Context: an optimization exercise on an open-source flow, tuned for small area. The choices shown serve that exercise and are no tape-out recipe. In this exercise RTL edits were held to simulation tests only and were not proved equivalent to the original. Power is estimated from default activity; no workload was simulated.

==> run a: inputs <==
==> flow/design.v <==
package cae_pkg;
   localparam int CAE_INST_W = 32;
   localparam int CAE_DATA_W = 64;
   localparam int CAE_EXC_W  = 16;
   localparam int AEG_IDX_W  = 18;
   localparam int CAEP_W     = 5;
   localparam int NUM_AEG    = 51;
   localparam int ADDR_W     = 6;
   localparam logic [CAEP_W-1:0] CAEP_LAST = 5'd5;
   localparam int EXC_UNIMPL_BIT = 0;
   localparam int EXC_AEGIDX_BIT = 1;
   localparam int CAE_OP_MSB = 31;
   localparam int CAE_OP_LSB = 30;
   localparam int CAEP_MSB   = 29;
   localparam int CAEP_LSB   = 25;
   localparam logic [1:0] OP_NONE   = 2'd0;
   localparam logic [1:0] OP_AEG_WR = 2'd1;
   localparam logic [1:0] OP_AEG_RD = 2'd2;
   localparam logic [1:0] OP_CAEP   = 2'd3;
endpackage
module cae_inst_decoder (
   input  logic [cae_pkg::CAE_INST_W-1:0] cae_inst_i,
   input  logic                           cae_inst_vld_i,
   input  logic                           busy_i,
   output logic                           aeg_wr_o,
   output logic                           aeg_rd_o,
   output logic                           err_aegidx_o,
   output logic                           err_unimpl_o,
   output logic                           custom_start_o,
   output logic [cae_pkg::ADDR_W-1:0]     addr_o
);
   localparam logic [cae_pkg::AEG_IDX_W-1:0] IDX_LIMIT = cae_pkg::NUM_AEG;
   logic                          accept;
   logic [1:0]                    op;
   logic [cae_pkg::CAEP_W-1:0]    caep;
   logic [cae_pkg::AEG_IDX_W-1:0] idx;
   logic                          idx_ok;
   assign accept = cae_inst_vld_i & ~busy_i;
   assign op     = cae_inst_i[cae_pkg::CAE_OP_MSB:cae_pkg::CAE_OP_LSB];
   assign caep   = cae_inst_i[cae_pkg::CAEP_MSB:cae_pkg::CAEP_LSB];
   assign idx    = cae_inst_i[cae_pkg::AEG_IDX_W-1:0];
   assign addr_o = idx[cae_pkg::ADDR_W-1:0];
   assign idx_ok = idx < IDX_LIMIT;
   assign aeg_wr_o       = accept & (op == cae_pkg::OP_AEG_WR) & idx_ok;
   assign aeg_rd_o       = accept & (op == cae_pkg::OP_AEG_RD) & idx_ok;
   assign err_aegidx_o   = accept & (op[1] ^ op[0]) & ~idx_ok;
   assign custom_start_o = accept & (op == cae_pkg::OP_CAEP) & (caep <= cae_pkg::CAEP_LAST);
   assign err_unimpl_o   = accept & ((op == cae_pkg::OP_NONE) |
                                     ((op == cae_pkg::OP_CAEP) & (caep > cae_pkg::CAEP_LAST)));
endmodule
module aeg_bit (
   input  logic clk_per,
   input  logic set_i,
   input  logic keep_i,
   input  logic d_i,
   output logic q_o
);
   logic q;
   always_ff @(posedge clk_per) begin
      q <= ~((q | set_i) & (d_i | keep_i));
   end
   assign q_o = q;
endmodule
module aeg_phase (
   input  logic clk_per,
   input  logic set_i,
   input  logic keep_i,
   output logic q_o
);
   logic q;
   always_ff @(posedge clk_per) begin
      q <= ~((q | set_i) & keep_i);
   end
   assign q_o = q;
endmodule
module aeg_rd3 (
   input  logic [2:0] d_i,
   input  logic [2:0] sel_i,
   output logic       y_n_o
);
   assign y_n_o = ~((d_i[0] & sel_i[0]) | (d_i[1] & sel_i[1]) | (d_i[2] & sel_i[2]));
endmodule
module aeg_reg_file (
   input  logic                           clk_per,
   input  logic                           rst_n_i,
   input  logic                           wr_i,
   input  logic [cae_pkg::ADDR_W-1:0]     wr_addr_i,
   input  logic [cae_pkg::CAE_DATA_W-1:0] wr_data_i,
   input  logic [cae_pkg::ADDR_W-1:0]     rd_addr_i,
   output logic [cae_pkg::CAE_DATA_W-1:0] rd_data_o
);
   localparam int N  = cae_pkg::NUM_AEG;
   localparam int DW = cae_pkg::CAE_DATA_W;
   localparam int W  = DW + 1;
   localparam int NG = (N + 2) / 3;
   logic [N-1:0]    we, set, keep;
   logic [W-1:0]    q [N];
   logic [3*NG-1:0] rsel;
   logic [NG-1:0]   rd_n [W];
   logic [W-1:0]    rword;
   always_comb begin
      for (int i = 0; i < N; i++) begin
         we[i]   = wr_i & (wr_addr_i == i[cae_pkg::ADDR_W-1:0]);
         set[i]  = ~rst_n_i | we[i];
         keep[i] = ~rst_n_i | ~we[i];
      end
   end
   for (genvar i = 0; i < N; i++) begin : g_word
      for (genvar j = 0; j < DW; j++) begin : g_bit
         aeg_bit u_bit (
            .clk_per (clk_per),
            .set_i   (set[i]),
            .keep_i  (keep[i]),
            .d_i     (wr_data_i[j]),
            .q_o     (q[i][j])
         );
      end
      aeg_phase u_phase (
         .clk_per (clk_per),
         .set_i   (set[i]),
         .keep_i  (keep[i]),
         .q_o     (q[i][DW])
      );
   end
   always_comb begin
      rsel = '0;
      for (int i = 0; i < N; i++) begin
         rsel[i] = (rd_addr_i == i[cae_pkg::ADDR_W-1:0]);
      end
   end
   for (genvar j = 0; j < W; j++) begin : g_col
      for (genvar g = 0; g < NG; g++) begin : g_grp
         logic [2:0] d;
         for (genvar k = 0; k < 3; k++) begin : g_in
            if (3*g + k < N) begin : g_on
               assign d[k] = q[3*g+k][j];
            end else begin : g_off
               assign d[k] = 1'b0;
            end
         end
         aeg_rd3 u_rd3 (
            .d_i   (d),
            .sel_i (rsel[3*g +: 3]),
            .y_n_o (rd_n[j][g])
         );
      end
      assign rword[j] = ~&rd_n[j];
   end
   assign rd_data_o = rword[DW-1:0] ^ {DW{rword[DW]}};
endmodule
module custom_busy_timer #(
   parameter int BUSY_CYCLES = 4
) (
   input  logic clk_per,
   input  logic rst_n_i,
   input  logic start_i,
   output logic busy_o,
   output logic cae_stall_o,
   output logic cae_idle_o
);
   localparam int CNT_W = $clog2(BUSY_CYCLES + 1);
   logic [CNT_W-1:0] busy_cnt;
   always_ff @(posedge clk_per) begin
      if (!rst_n_i) begin
         busy_cnt <= '0;
      end else if (start_i) begin
         busy_cnt <= CNT_W'(BUSY_CYCLES);
      end else if (busy_cnt != '0) begin
         busy_cnt <= busy_cnt - 1'b1;
      end
   end
   assign busy_o      = busy_cnt != '0;
   assign cae_stall_o = start_i | busy_o;
   assign cae_idle_o  = ~cae_stall_o;
endmodule
module cae_response (
   input  logic                          clk_per,
   input  logic                          rst_n_i,
   input  logic                          aeg_rd_i,
   input  logic                          err_aegidx_i,
   input  logic                          err_unimpl_i,
   input  logic [cae_pkg::ADDR_W-1:0]    addr_i,
   output logic [cae_pkg::ADDR_W-1:0]    rd_addr_o,
   output logic                          cae_ret_data_vld_o,
   output logic [cae_pkg::CAE_EXC_W-1:0] cae_exception_o
);
   logic [cae_pkg::ADDR_W-1:0] rd_addr_q;
   logic                       ret_vld_q;
   logic [1:0]                 exc_q;
   always_ff @(posedge clk_per) begin
      if (!rst_n_i) begin
         ret_vld_q <= 1'b0;
         exc_q     <= '0;
      end else begin
         ret_vld_q <= aeg_rd_i;
         exc_q     <= {err_aegidx_i, err_unimpl_i};
      end
   end
   always_ff @(posedge clk_per) begin
      rd_addr_q <= addr_i;
   end
   assign rd_addr_o          = rd_addr_q;
   assign cae_ret_data_vld_o = ret_vld_q;
   assign cae_exception_o    = {{(cae_pkg::CAE_EXC_W-2){1'b0}}, exc_q};
endmodule
module cae_pers_top #(
   parameter int NUM_AEG     = 51,
   parameter int BUSY_CYCLES = 4
) (
   input  logic                          clk_per,
   input  logic                          rst_n_i,
   input  logic [cae_pkg::CAE_INST_W-1:0] cae_inst_i,
   input  logic [cae_pkg::CAE_DATA_W-1:0] cae_data_i,
   input  logic                           cae_inst_vld_i,
   output logic [cae_pkg::CAE_DATA_W-1:0] cae_ret_data_o,
   output logic                           cae_ret_data_vld_o,
   output logic [cae_pkg::CAE_EXC_W-1:0]  cae_exception_o,
   output logic                           cae_stall_o,
   output logic                           cae_idle_o
);
   logic                       busy;
   logic                       aeg_wr, aeg_rd, err_aegidx, err_unimpl, custom_start;
   logic [cae_pkg::ADDR_W-1:0] addr, rd_addr;
   cae_inst_decoder cae_inst_decoder_inst (
      .cae_inst_i     (cae_inst_i),
      .cae_inst_vld_i (cae_inst_vld_i),
      .busy_i         (busy),
      .aeg_wr_o       (aeg_wr),
      .aeg_rd_o       (aeg_rd),
      .err_aegidx_o   (err_aegidx),
      .err_unimpl_o   (err_unimpl),
      .custom_start_o (custom_start),
      .addr_o         (addr)
   );
   aeg_reg_file aeg_reg_file_inst (
      .clk_per   (clk_per),
      .rst_n_i   (rst_n_i),
      .wr_i      (aeg_wr),
      .wr_addr_i (addr),
      .wr_data_i (cae_data_i),
      .rd_addr_i (rd_addr),
      .rd_data_o (cae_ret_data_o)
   );
   custom_busy_timer #(
      .BUSY_CYCLES (BUSY_CYCLES)
   ) custom_busy_timer_inst (
      .clk_per     (clk_per),
      .rst_n_i     (rst_n_i),
      .start_i     (custom_start),
      .busy_o      (busy),
      .cae_stall_o (cae_stall_o),
      .cae_idle_o  (cae_idle_o)
   );
   cae_response cae_response_inst (
      .clk_per            (clk_per),
      .rst_n_i            (rst_n_i),
      .aeg_rd_i           (aeg_rd),
      .err_aegidx_i       (err_aegidx),
      .err_unimpl_i       (err_unimpl),
      .addr_i             (addr),
      .rd_addr_o          (rd_addr),
      .cae_ret_data_vld_o (cae_ret_data_vld_o),
      .cae_exception_o    (cae_exception_o)
   );
endmodule
==> flow/run.sh <==
#!/bin/bash
# synth_recipe.tcl (not shown) runs the flow's synth.tcl, then flattens the netlist and writes it again
# the make line also repeats each setting of config.mk as NAME=value (left out here)
make -C /OpenROAD-flow-scripts/flow DESIGN_CONFIG=/design/flow/config.mk WORK_HOME=/design/flow/orfs CLKGATE_MAP_FILE= SYNTH_SCRIPT=/design/flow/synth_recipe.tcl finish
==> flow/config.mk <==
export PLATFORM = sky130hd
export DESIGN_NAME = cae_pers_top
export DESIGN_NICKNAME = cae_pers_top
export VERILOG_FILES = /design/flow/design.v
export SDC_FILE = /design/flow/constraint.sdc
export NUM_CORES = 4
export LEC_CHECK = 0
export CAP_MARGIN = 20
export CORE_MARGIN = 2
export CORE_UTILIZATION = 40
export SLEW_MARGIN = 20
export SYNTH_HIERARCHICAL = 1
export SYNTH_MINIMUM_KEEP_SIZE = 0
==> flow/constraint.sdc <==
create_clock -name core_clock -period 5.0 [get_ports {clk_per}]
set_input_delay 1.0000 -clock core_clock [delete_from_list [all_inputs] [get_ports {clk_per}]]
set_output_delay 1.0000 -clock core_clock [all_outputs]
set_load 0.01 [all_outputs]
==> inputs of run b, as changes to run a <==
==> flow/design.v, changed modules only <==
module cae_response (
   input  logic                          clk_per,
   input  logic                          rst_n_i,
   input  logic                          aeg_rd_i,
   input  logic                          err_aegidx_i,
   input  logic                          err_unimpl_i,
   input  logic [cae_pkg::CAE_DATA_W-1:0] rd_data_i,
   output logic [cae_pkg::CAE_DATA_W-1:0] cae_ret_data_o,
   output logic                          cae_ret_data_vld_o,
   output logic [cae_pkg::CAE_EXC_W-1:0] cae_exception_o
);
   logic [cae_pkg::CAE_DATA_W-1:0] ret_data_q;
   logic                       ret_vld_q;
   logic [1:0]                 exc_q;
   always_ff @(posedge clk_per) begin
      if (!rst_n_i) begin
         ret_vld_q <= 1'b0;
         exc_q     <= '0;
      end else begin
         ret_vld_q <= aeg_rd_i;
         exc_q     <= {err_aegidx_i, err_unimpl_i};
      end
   end
   always_ff @(posedge clk_per) begin
      ret_data_q <= rd_data_i;
   end
   assign cae_ret_data_o     = ret_data_q;
   assign cae_ret_data_vld_o = ret_vld_q;
   assign cae_exception_o    = {{(cae_pkg::CAE_EXC_W-2){1'b0}}, exc_q};
endmodule
module cae_pers_top #(
   parameter int NUM_AEG     = 51,
   parameter int BUSY_CYCLES = 4
) (
   input  logic                          clk_per,
   input  logic                          rst_n_i,
   input  logic [cae_pkg::CAE_INST_W-1:0] cae_inst_i,
   input  logic [cae_pkg::CAE_DATA_W-1:0] cae_data_i,
   input  logic                           cae_inst_vld_i,
   output logic [cae_pkg::CAE_DATA_W-1:0] cae_ret_data_o,
   output logic                           cae_ret_data_vld_o,
   output logic [cae_pkg::CAE_EXC_W-1:0]  cae_exception_o,
   output logic                           cae_stall_o,
   output logic                           cae_idle_o
);
   logic                       busy;
   logic                       aeg_wr, aeg_rd, err_aegidx, err_unimpl, custom_start;
   logic [cae_pkg::ADDR_W-1:0] addr;
   logic [cae_pkg::CAE_DATA_W-1:0] rd_data;
   cae_inst_decoder cae_inst_decoder_inst (
      .cae_inst_i     (cae_inst_i),
      .cae_inst_vld_i (cae_inst_vld_i),
      .busy_i         (busy),
      .aeg_wr_o       (aeg_wr),
      .aeg_rd_o       (aeg_rd),
      .err_aegidx_o   (err_aegidx),
      .err_unimpl_o   (err_unimpl),
      .custom_start_o (custom_start),
      .addr_o         (addr)
   );
   aeg_reg_file aeg_reg_file_inst (
      .clk_per   (clk_per),
      .rst_n_i   (rst_n_i),
      .wr_i      (aeg_wr),
      .wr_addr_i (addr),
      .wr_data_i (cae_data_i),
      .rd_addr_i (addr),
      .rd_data_o (rd_data)
   );
   custom_busy_timer #(
      .BUSY_CYCLES (BUSY_CYCLES)
   ) custom_busy_timer_inst (
      .clk_per     (clk_per),
      .rst_n_i     (rst_n_i),
      .start_i     (custom_start),
      .busy_o      (busy),
      .cae_stall_o (cae_stall_o),
      .cae_idle_o  (cae_idle_o)
   );
   cae_response cae_response_inst (
      .clk_per            (clk_per),
      .rst_n_i            (rst_n_i),
      .aeg_rd_i           (aeg_rd),
      .err_aegidx_i       (err_aegidx),
      .err_unimpl_i       (err_unimpl),
      .rd_data_i          (rd_data),
      .cae_ret_data_o     (cae_ret_data_o),
      .cae_ret_data_vld_o (cae_ret_data_vld_o),
      .cae_exception_o    (cae_exception_o)
   );
endmodule
Settings changed: CORE_UTILIZATION 40 to 60, CTS_BUF_LIST set to sky130_fd_sc_hd__clkbuf_8 sky130_fd_sc_hd__clkbuf_16, CTS_CLUSTER_DIAMETER set to 80, CTS_CLUSTER_SIZE set to 30.
==> inputs of run c, as changes to run a <==
==> flow/design.v, changed modules only <==
module cae_response (
   input  logic                          clk_per,
   input  logic                          rst_n_i,
   input  logic                          aeg_rd_i,
   input  logic                          err_aegidx_i,
   input  logic                          err_unimpl_i,
   input  logic [cae_pkg::CAE_DATA_W-1:0] rd_data_i,
   output logic [cae_pkg::CAE_DATA_W-1:0] cae_ret_data_o,
   output logic                          cae_ret_data_vld_o,
   output logic [cae_pkg::CAE_EXC_W-1:0] cae_exception_o
);
   logic [cae_pkg::CAE_DATA_W-1:0] ret_data_q;
   logic                       ret_vld_q;
   logic [1:0]                 exc_q;
   always_ff @(posedge clk_per) begin
      if (!rst_n_i) begin
         ret_vld_q <= 1'b0;
         exc_q     <= '0;
      end else begin
         ret_vld_q <= aeg_rd_i;
         exc_q     <= {err_aegidx_i, err_unimpl_i};
      end
   end
   always_ff @(posedge clk_per) begin
      ret_data_q <= rd_data_i;
   end
   assign cae_ret_data_o     = ret_data_q;
   assign cae_ret_data_vld_o = ret_vld_q;
   assign cae_exception_o    = {{(cae_pkg::CAE_EXC_W-2){1'b0}}, exc_q};
endmodule
module cae_pers_top #(
   parameter int NUM_AEG     = 51,
   parameter int BUSY_CYCLES = 4
) (
   input  logic                          clk_per,
   input  logic                          rst_n_i,
   input  logic [cae_pkg::CAE_INST_W-1:0] cae_inst_i,
   input  logic [cae_pkg::CAE_DATA_W-1:0] cae_data_i,
   input  logic                           cae_inst_vld_i,
   output logic [cae_pkg::CAE_DATA_W-1:0] cae_ret_data_o,
   output logic                           cae_ret_data_vld_o,
   output logic [cae_pkg::CAE_EXC_W-1:0]  cae_exception_o,
   output logic                           cae_stall_o,
   output logic                           cae_idle_o
);
   logic                       busy;
   logic                       aeg_wr, aeg_rd, err_aegidx, err_unimpl, custom_start;
   logic [cae_pkg::ADDR_W-1:0] addr;
   logic [cae_pkg::CAE_DATA_W-1:0] rd_data;
   cae_inst_decoder cae_inst_decoder_inst (
      .cae_inst_i     (cae_inst_i),
      .cae_inst_vld_i (cae_inst_vld_i),
      .busy_i         (busy),
      .aeg_wr_o       (aeg_wr),
      .aeg_rd_o       (aeg_rd),
      .err_aegidx_o   (err_aegidx),
      .err_unimpl_o   (err_unimpl),
      .custom_start_o (custom_start),
      .addr_o         (addr)
   );
   aeg_reg_file aeg_reg_file_inst (
      .clk_per   (clk_per),
      .rst_n_i   (rst_n_i),
      .wr_i      (aeg_wr),
      .wr_addr_i (addr),
      .wr_data_i (cae_data_i),
      .rd_addr_i (addr),
      .rd_data_o (rd_data)
   );
   custom_busy_timer #(
      .BUSY_CYCLES (BUSY_CYCLES)
   ) custom_busy_timer_inst (
      .clk_per     (clk_per),
      .rst_n_i     (rst_n_i),
      .start_i     (custom_start),
      .busy_o      (busy),
      .cae_stall_o (cae_stall_o),
      .cae_idle_o  (cae_idle_o)
   );
   cae_response cae_response_inst (
      .clk_per            (clk_per),
      .rst_n_i            (rst_n_i),
      .aeg_rd_i           (aeg_rd),
      .err_aegidx_i       (err_aegidx),
      .err_unimpl_i       (err_unimpl),
      .rd_data_i          (rd_data),
      .cae_ret_data_o     (cae_ret_data_o),
      .cae_ret_data_vld_o (cae_ret_data_vld_o),
      .cae_exception_o    (cae_exception_o)
   );
endmodule
==> flow/flow/run.sh (new file) <==
#!/bin/bash
# Standard layout, except that clock tree synthesis adds no dummy loads
# and clusters up to 30 flip-flops per leaf buffer.
set -o pipefail
export CTS_ARGS="-sink_clustering_enable -repair_clock_nets -dont_use_dummy_load -sink_clustering_size 30 -sink_clustering_max_diameter 80 -buf_list {sky130_fd_sc_hd__clkbuf_8 sky130_fd_sc_hd__clkbuf_16}"
bash standard.sh 2>&1 | tee standard.log
==> flow/standard.sh (new file) <==
#!/bin/bash
# synth_recipe.tcl (not shown) runs the flow's synth.tcl, then flattens the netlist and writes it again
# the make line also repeats each setting of config.mk as NAME=value (left out here)
make -C /OpenROAD-flow-scripts/flow DESIGN_CONFIG=/design/flow/config.mk WORK_HOME=/design/flow/orfs CLKGATE_MAP_FILE= SYNTH_SCRIPT=/design/flow/synth_recipe.tcl "${@:-finish}"
Settings changed: CORE_UTILIZATION 40 to 60, CTS_BUF_LIST set to sky130_fd_sc_hd__clkbuf_8 sky130_fd_sc_hd__clkbuf_16, CTS_CLUSTER_DIAMETER set to 80, CTS_CLUSTER_SIZE set to 30.
removed: flow/run.sh
==> inputs of run d, as changes to run a <==
==> flow/design.v, changed modules only <==
module aeg_reg_file (
   input  logic                           clk_per,
   input  logic                           rst_n_i,
   input  logic                           wr_i,
   input  logic [cae_pkg::ADDR_W-1:0]     wr_addr_i,
   input  logic [cae_pkg::CAE_DATA_W-1:0] wr_data_i,
   input  logic [cae_pkg::ADDR_W-1:0]     rd_addr_i,
   output logic [cae_pkg::CAE_DATA_W:0]   rd_word_o
);
   localparam int N  = cae_pkg::NUM_AEG;
   localparam int DW = cae_pkg::CAE_DATA_W;
   localparam int W  = DW + 1;
   localparam int NG = (N + 2) / 3;
   logic [N-1:0]    we, set, keep;
   logic [W-1:0]    q [N];
   logic [3*NG-1:0] rsel;
   logic [NG-1:0]   rd_n [W];
   logic [W-1:0]    rword;
   always_comb begin
      for (int i = 0; i < N; i++) begin
         we[i]   = wr_i & (wr_addr_i == i[cae_pkg::ADDR_W-1:0]);
         set[i]  = ~rst_n_i | we[i];
         keep[i] = ~rst_n_i | ~we[i];
      end
   end
   for (genvar i = 0; i < N; i++) begin : g_word
      for (genvar j = 0; j < DW; j++) begin : g_bit
         aeg_bit u_bit (
            .clk_per (clk_per),
            .set_i   (set[i]),
            .keep_i  (keep[i]),
            .d_i     (wr_data_i[j]),
            .q_o     (q[i][j])
         );
      end
      aeg_phase u_phase (
         .clk_per (clk_per),
         .set_i   (set[i]),
         .keep_i  (keep[i]),
         .q_o     (q[i][DW])
      );
   end
   always_comb begin
      rsel = '0;
      for (int i = 0; i < N; i++) begin
         rsel[i] = (rd_addr_i == i[cae_pkg::ADDR_W-1:0]);
      end
   end
   for (genvar j = 0; j < W; j++) begin : g_col
      for (genvar g = 0; g < NG; g++) begin : g_grp
         logic [2:0] d;
         for (genvar k = 0; k < 3; k++) begin : g_in
            if (3*g + k < N) begin : g_on
               assign d[k] = q[3*g+k][j];
            end else begin : g_off
               assign d[k] = 1'b0;
            end
         end
         aeg_rd3 u_rd3 (
            .d_i   (d),
            .sel_i (rsel[3*g +: 3]),
            .y_n_o (rd_n[j][g])
         );
      end
      assign rword[j] = ~&rd_n[j];
   end
   assign rd_word_o = rword;
endmodule
module cae_response (
   input  logic                          clk_per,
   input  logic                          rst_n_i,
   input  logic                          aeg_rd_i,
   input  logic                          err_aegidx_i,
   input  logic                          err_unimpl_i,
   input  logic [cae_pkg::CAE_DATA_W:0]   rd_word_i,
   output logic [cae_pkg::CAE_DATA_W-1:0] cae_ret_data_o,
   output logic                          cae_ret_data_vld_o,
   output logic [cae_pkg::CAE_EXC_W-1:0] cae_exception_o
);
   logic [cae_pkg::CAE_DATA_W:0] ret_word_q;
   logic                       ret_vld_q;
   logic [1:0]                 exc_q;
   always_ff @(posedge clk_per) begin
      if (!rst_n_i) begin
         ret_vld_q <= 1'b0;
         exc_q     <= '0;
      end else begin
         ret_vld_q <= aeg_rd_i;
         exc_q     <= {err_aegidx_i, err_unimpl_i};
      end
   end
   always_ff @(posedge clk_per) begin
      ret_word_q <= rd_word_i;
   end
   assign cae_ret_data_o     = ret_word_q[cae_pkg::CAE_DATA_W-1:0] ^
                               {cae_pkg::CAE_DATA_W{ret_word_q[cae_pkg::CAE_DATA_W]}};
   assign cae_ret_data_vld_o = ret_vld_q;
   assign cae_exception_o    = {{(cae_pkg::CAE_EXC_W-2){1'b0}}, exc_q};
endmodule
module cae_pers_top #(
   parameter int NUM_AEG     = 51,
   parameter int BUSY_CYCLES = 4
) (
   input  logic                          clk_per,
   input  logic                          rst_n_i,
   input  logic [cae_pkg::CAE_INST_W-1:0] cae_inst_i,
   input  logic [cae_pkg::CAE_DATA_W-1:0] cae_data_i,
   input  logic                           cae_inst_vld_i,
   output logic [cae_pkg::CAE_DATA_W-1:0] cae_ret_data_o,
   output logic                           cae_ret_data_vld_o,
   output logic [cae_pkg::CAE_EXC_W-1:0]  cae_exception_o,
   output logic                           cae_stall_o,
   output logic                           cae_idle_o
);
   logic                       busy;
   logic                       aeg_wr, aeg_rd, err_aegidx, err_unimpl, custom_start;
   logic [cae_pkg::ADDR_W-1:0] addr;
   logic [cae_pkg::CAE_DATA_W:0]   rd_word;
   cae_inst_decoder cae_inst_decoder_inst (
      .cae_inst_i     (cae_inst_i),
      .cae_inst_vld_i (cae_inst_vld_i),
      .busy_i         (busy),
      .aeg_wr_o       (aeg_wr),
      .aeg_rd_o       (aeg_rd),
      .err_aegidx_o   (err_aegidx),
      .err_unimpl_o   (err_unimpl),
      .custom_start_o (custom_start),
      .addr_o         (addr)
   );
   aeg_reg_file aeg_reg_file_inst (
      .clk_per   (clk_per),
      .rst_n_i   (rst_n_i),
      .wr_i      (aeg_wr),
      .wr_addr_i (addr),
      .wr_data_i (cae_data_i),
      .rd_addr_i (addr),
      .rd_word_o (rd_word)
   );
   custom_busy_timer #(
      .BUSY_CYCLES (BUSY_CYCLES)
   ) custom_busy_timer_inst (
      .clk_per     (clk_per),
      .rst_n_i     (rst_n_i),
      .start_i     (custom_start),
      .busy_o      (busy),
      .cae_stall_o (cae_stall_o),
      .cae_idle_o  (cae_idle_o)
   );
   cae_response cae_response_inst (
      .clk_per            (clk_per),
      .rst_n_i            (rst_n_i),
      .aeg_rd_i           (aeg_rd),
      .err_aegidx_i       (err_aegidx),
      .err_unimpl_i       (err_unimpl),
      .rd_word_i          (rd_word),
      .cae_ret_data_o     (cae_ret_data_o),
      .cae_ret_data_vld_o (cae_ret_data_vld_o),
      .cae_exception_o    (cae_exception_o)
   );
endmodule
Settings changed: CAP_MARGIN 20 to 10, CORE_UTILIZATION 40 to 60, CTS_BUF_LIST set to sky130_fd_sc_hd__clkbuf_16, CTS_CLUSTER_DIAMETER set to 60, CTS_CLUSTER_SIZE set to 25, SLEW_MARGIN 20 to 10.
==> results.txt <==
metric                                                                                                    run c           run d                                           run b                                   run a
Run status                                                                                       finished clean  finished clean                                  finished clean              complete, but fails checks
Violated checks                                                                                               -               -                                               -                    negative setup slack
Kind of critical path                                                                                 in -> reg       in -> reg                                       in -> reg                              reg -> out
Crit-path max cell delay                                                                                1.01 ns         0.96 ns                                         0.73 ns                                 0.53 ns
Non-clock buffering overhead in the final layout                                                        0.09314         0.06246                                         0.09252                                 0.07010
Amount of wire on met2 after detailed routing                                                          181.9 mm        182.5 mm                                        181.9 mm                                201.2 mm
Total instance count after detailed placement                                                             11840           11630                                           11840                                   12560
Crit path required time                                                                                 5.73 ns         5.75 ns                                         5.77 ns                                 4.00 ns
Hold/Removal Path Class                                                                              reg -> reg       in -> reg                                      reg -> reg                               in -> reg
Power density over cell area                                                                      394.0 nW/um^2   425.7 nW/um^2                                   402.0 nW/um^2                           464.7 nW/um^2
Diodes inserted                                                                                              15              23                                              12                                       3
Num CTS Buffers                                                                                             141             178                                             141                                     340
Leakage component of the power                                                                         46.16 nW        45.39 nW                                        46.59 nW                                48.62 nW
Start point of the critical path                                                                  cae_inst_i[1]   cae_inst_i[5]                                   cae_inst_i[1]  cae_response_inst.rd_addr_q[3]$_DFF_P_
Final total power                                                                                      48.51 mW        51.69 mW                                        49.82 mW                                60.02 mW
Synthesized-area fraction occupied by ao, oa, aoi and oai cells                                          0.3080          0.3078                                          0.3080                                  0.3115
Detailed-route wire length per cell                                                                    36.48 um        37.69 um                                        36.33 um                                35.31 um
Transition time of the tightest slew-check pin                                                         1.341 ns        1.422 ns                                        1.352 ns                                1.237 ns
Non-clk invs                                                                                                  9               8                                               9                                       9
Core Box Area                                                                                       171900 um^2     171900 um^2                                     171900 um^2                             256200 um^2
Worst slew margin                                                                                       0.09755         0.04313                                         0.09053                                  0.1752
Start point of the worst hold path                               aeg_reg_file_inst.g_word[23].u_phase.q$_DFF_P_  cae_data_i[59]  aeg_reg_file_inst.g_word[23].u_phase.q$_DFF_P_                          cae_data_i[54]
Layout Cell Area excl Fill                                                                          123100 um^2     121400 um^2                                     124000 um^2                             129200 um^2
Synthesis-stage register bit count                                                                         3385            3386                                            3385                                    3327
Filler Cells Inserted                                                                                     12400           12440                                           12290                                   21980
Global-route wire length before repair                                                                 628.2 mm        640.2 mm                                        629.4 mm                                665.4 mm
Flip-flop and latch share of the layout cell area                                                        0.5504          0.5583                                          0.5467                                  0.5158

[port drivers added, routing unchanged]
The flow's constraints put no driver on any port. The routed layouts listed below were extracted and timed again, unchanged, in two steps. Step 1 (the two cells are an assumption about what drives the block):
set clk [get_ports {clk_per}]
set_driving_cell -lib_cell sky130_fd_sc_hd__clkbuf_16 $clk
set_driving_cell -lib_cell sky130_fd_sc_hd__buf_2 [delete_from_list [all_inputs] $clk]
Step 2, shift: input delay + t, output delay - t, t = (earliest + latest rising clock arrival at the registers) / 2. This alone moves slack from input paths to output paths. Three values: ideal ports, drivers, drivers and shift; two values: the first two.
| run | shift t [ns] | setup WS [ns] | clock arrival spread, ns |
|---|---|---|---|
| run a | 1.030 | -0.517 / -0.615 / 0.415 | 0.093 / 0.093 |
| run b | 0.942 | 0.313 / 0.374 / -0.568 | 0.033 / 0.032 |
| run c | 0.923 | 0.333 / 0.397 / -0.526 | 0.075 / 0.075 |
| run d | 0.974 | 0.581 / 0.648 / -0.326 | 0.060 / 0.060 |
With both steps, setup timing fails in run b, run c and run d, where it was met with ideal ports. The setup slack of run d, which loses most, moves by +0.067 ns with the drivers and by -0.907 ns with both steps.
